Background: an optimization exercise with open tools, aiming at small area, a short achievable clock period and few clock cycles per item. Do not read the settings as production practice.
In this exercise RTL edits were held to simulation tests only and were not proved equivalent to the original.
No activity file was given, so power comes from the tool's default toggle rates.

violet:
// rtp_stream_demux_filter_core
module rtp_stream_demux_filter_core (
    input  wire logic                            i_clk,
    input  wire logic                            i_rst_n,
    input  wire logic                            s_axis_tvalid,
    output logic                                 s_axis_tready,
    input  wire logic [rsdf_pkg::IN_W-1:0]       s_axis_tdata,
    input  wire logic [0:0]                      s_axis_tuser,
    output logic                                 m_axis_tvalid,
    input  wire logic                            m_axis_tready,
    output logic [rsdf_pkg::OUT_W-1:0]           m_axis_tdata,
    input  wire logic                            i_cfg_valid,
    output logic                                 o_cfg_ready,
    input  wire logic [rsdf_pkg::CFG_IDX_W-1:0]  i_cfg_index,
    input  wire logic [rsdf_pkg::CFG_DATA_W-1:0] i_cfg_data
);
Size: about 3800 cells after synthesis, roughly 250 I/O pins, ~0.059 sq mm of cells after synthesis.
export LEC_CHECK = 0
export CAP_MARGIN = 0
export CORE_MARGIN = 2
export CORE_UTILIZATION = 60
export SETUP_SLACK_MARGIN = 2.6
export SLEW_MARGIN = 0
create_clock -name core_clock -period 5.0 [get_ports {i_clk}]
standard.sh (not shown) runs the stock make flow with config.mk's settings and CLKGATE_MAP_FILE= SYNTH_SCRIPT=/design/flow/synth_recipe.tcl, a recipe that flattens the netlist after the stock synthesis.
==> flow/flow/run.sh <==
#!/bin/bash
# Standard ORFS layout (the standard.sh) with two changes:
#  - port buffers are buf_2 cells instead of the default delay buffer
#  - CTS without dummy loads, clkbuf_16 clock buffers, sink clusters of up to 25 within 90 um
set -euo pipefail
export BUFFER_PORTS_ARGS="-buffer_cell sky130_fd_sc_hd__buf_2"
export CTS_ARGS="-sink_clustering_enable -repair_clock_nets -dont_use_dummy_load -buf_list sky130_fd_sc_hd__clkbuf_16 -sink_clustering_size 25 -sink_clustering_max_diameter 90"
bash standard.sh finish > flow_make.log 2>&1
Testbench counts of violet, summed over its fixed seeds: cycles 4,816, items 4,800.
Input changes introduced in garnet (baseline for comparison: violet):
--- a/flow/design.v
+++ b/flow/design.v
@@ -75,33 +75,31 @@
     logic          out_pop;
     assign s_axis_tready = r_tready;
     assign in_acc        = s_axis_tvalid && r_tready;
     logic              r_b_v;
     logic              r_b_func;
     logic [SW-1:0]     r_b_ssrc;
     logic              r_b_mp;
     logic              r_b_mm;         
     logic              r_b_ptok;
     logic [B_N-1:0]    r_b_cmpb;       
-    logic [1:0]        r_b_fcmpb;      
-    logic [1:0]        r_b_cmpr;       
+    logic              r_b_fcmpb;      
+    logic              r_b_cmpr;       
     logic [B_N-1:0]    r_p_bwr;        
     logic              r_b_kill;       
     logic              r_b_fwdb;       
     logic              r_b_fwdr;       
     logic [B_N-1:0] hitb;              
     logic           hitr;              
     logic [B_N-1:0] bwr;
     logic           b_filt, fb, rem, addb, addb_ok, ovfb, other, anyb_after, inb_after;
     logic           bfull, rfull, addr, addr_ok;
-    logic           r_bfull, r_rfull;   
-    logic           b_last, r_last;     
     logic [B_N-1:0] bfree;
     logic [R_N-1:0] rfree;
     logic           res_pass, res_ovf;
     logic [1:0]     res_reason;
     logic [SW-1:0]     in_ssrc;
     logic [6:0]        in_pt;
     logic              in_mp;
     logic [B_N-1:0]    in_cmpb;
     logic [R_N-1:0]    in_cmpr;
     logic              in_eqb;
@@ -118,34 +116,34 @@
     assign in_ptok = in_pt[6] ? r_pt_hi[in_pt[5:0]] : r_pt_lo[in_pt[5:0]];
     assign in_mm   = in_mp && r_mid_valid &&
                      (s_axis_tdata[103:40] == r_mid_hi) && (s_axis_tdata[167:104] == r_mid_lo);
     always_ff @(posedge i_clk) begin
         r_b_func <= s_axis_tuser[0];
         r_b_ssrc <= in_ssrc;
         r_b_mp   <= in_mp;
         r_b_mm   <= in_mm;
         r_b_ptok <= in_ptok;
         r_b_cmpb  <= in_cmpb;
-        r_b_fcmpb <= {|in_cmpb[B_N-1:B_N/2], |in_cmpb[B_N/2-1:0]};
-        r_b_cmpr  <= {|in_cmpr[R_N-1:R_N/2], |in_cmpr[R_N/2-1:0]};
+        r_b_fcmpb <= |in_cmpb;
+        r_b_cmpr  <= |in_cmpr;
         r_b_kill  <= in_eqb && rem;
         r_b_fwdb  <= in_eqb && addb_ok;
         r_b_fwdr  <= in_eqb && addr_ok;
     end
     always_comb begin
         bfree = ~r_bnd_valid & (r_bnd_valid + 1'b1);
         rfree = ~r_rem_valid & (r_rem_valid + 1'b1);
-        bfull = r_bfull;
-        rfull = r_rfull;
+        bfull = &r_bnd_valid;
+        rfull = &r_rem_valid;
         hitb       = (r_b_cmpb & ~{B_N{r_b_kill}}) | (r_p_bwr & {B_N{r_b_fwdb}});
-        fb         = ((|r_b_fcmpb) && !r_b_kill) || r_b_fwdb;
-        hitr       = (|r_b_cmpr) || r_b_fwdr;
+        fb         = (r_b_fcmpb && !r_b_kill) || r_b_fwdb;
+        hitr       = r_b_cmpr || r_b_fwdr;
         b_filt     = r_b_v && !r_b_func;
         rem        = b_filt && fb && r_b_mp && !r_b_mm;
         addb       = b_filt && r_b_mm && !fb;
         addb_ok    = addb && !bfull;
         ovfb       = addb && bfull;
         other      = |(r_bnd_valid & ~hitb);
         inb_after  = (fb && !rem) || addb_ok;
         anyb_after = other || inb_after;
         res_pass   = 1'b0;
         res_reason = rsdf_pkg::REASON_NONE;
@@ -161,39 +159,20 @@
         end else if (r_b_ptok) begin
             res_pass   = 1'b1;
             res_reason = rsdf_pkg::REASON_PT;
             addr       = 1'b1;
         end
         addr    = addr && r_b_v;
         addr_ok = addr && !rfull;
         res_ovf = ovfb || (addr && rfull);
         bwr = bfree & {B_N{addb_ok}};
     end
-    always_comb begin
-        b_last = &(r_bnd_valid | bfree);
-        r_last = &(r_rem_valid | rfree);
-    end
-    always_ff @(posedge i_clk) begin
-        if (!i_rst_n) begin
-            r_bfull <= 1'b0;
-            r_rfull <= 1'b0;
-        end else begin
-            if (mid_wr || rem) begin
-                r_bfull <= 1'b0;
-            end else if (addb_ok) begin
-                r_bfull <= b_last;
-            end
-            if (addr_ok) begin
-                r_rfull <= r_last;
-            end
-        end
-    end
     always_ff @(posedge i_clk) begin
         r_p_bwr  <= bwr;
     end
     always_ff @(posedge i_clk) begin
         if (!i_rst_n) begin
             r_bnd_valid <= '0;
             r_rem_valid <= '0;
         end else begin
             if (mid_wr) begin
                 r_bnd_valid <= '0;
Notes after the runs:
In the metrics for garnet and violet, the one carrying the lower count of clock-buffer cells in the layout is violet.
Comparing garnet and violet, the lower signal arrival time at the worst endpoint was measured on garnet.
[compare] base=violet new=garnet: utilization after layout decreased by 0.81 points relative to the old numbers; measured slew at the worst slew-check pin decreased by 0.083 ns relative to the old numbers.
Taking violet as the reference point, the register-to-register slack of garnet rises by 0.14 ns.
In the final reports, the cell area of garnet is smaller than that of violet.
garnet vs. violet: setup slack went up by 0.062 ns.
Total power: garnet vs violet down 0.70%
The clock skew reported for garnet is smaller than that of violet by 0.0060 ns.
Testbench counts of garnet, summed over its fixed seeds: cycles 4,816, items 4,800.

==> port drivers added, routing unchanged <==
No port has a modelled driver above. Below, the same layouts with a new extraction and two added sets of constraints. Step 1: set_driving_cell puts a clkbuf_16 on i_clk and a buf_2 on each other input, an assumption about the parent block. Step 2, shift: input delay + t, output delay - t, t = (earliest + latest rising clock arrival at the registers) / 2. This alone moves slack from input paths to output paths. a / b / c = ideal / step 1 / step 2; a / b = the first two.
run	t, ns	setup slack, ns	worst setup path after step 2
violet	0.730	2.431 / 2.462 / 1.733	input to register
garnet	0.726	2.492 / 2.496 / 1.771	input to register
After both steps every run listed still meets setup and hold. For garnet, which loses most, drivers alone change the setup slack by +0.004 ns; drivers and shift together by -0.721 ns.
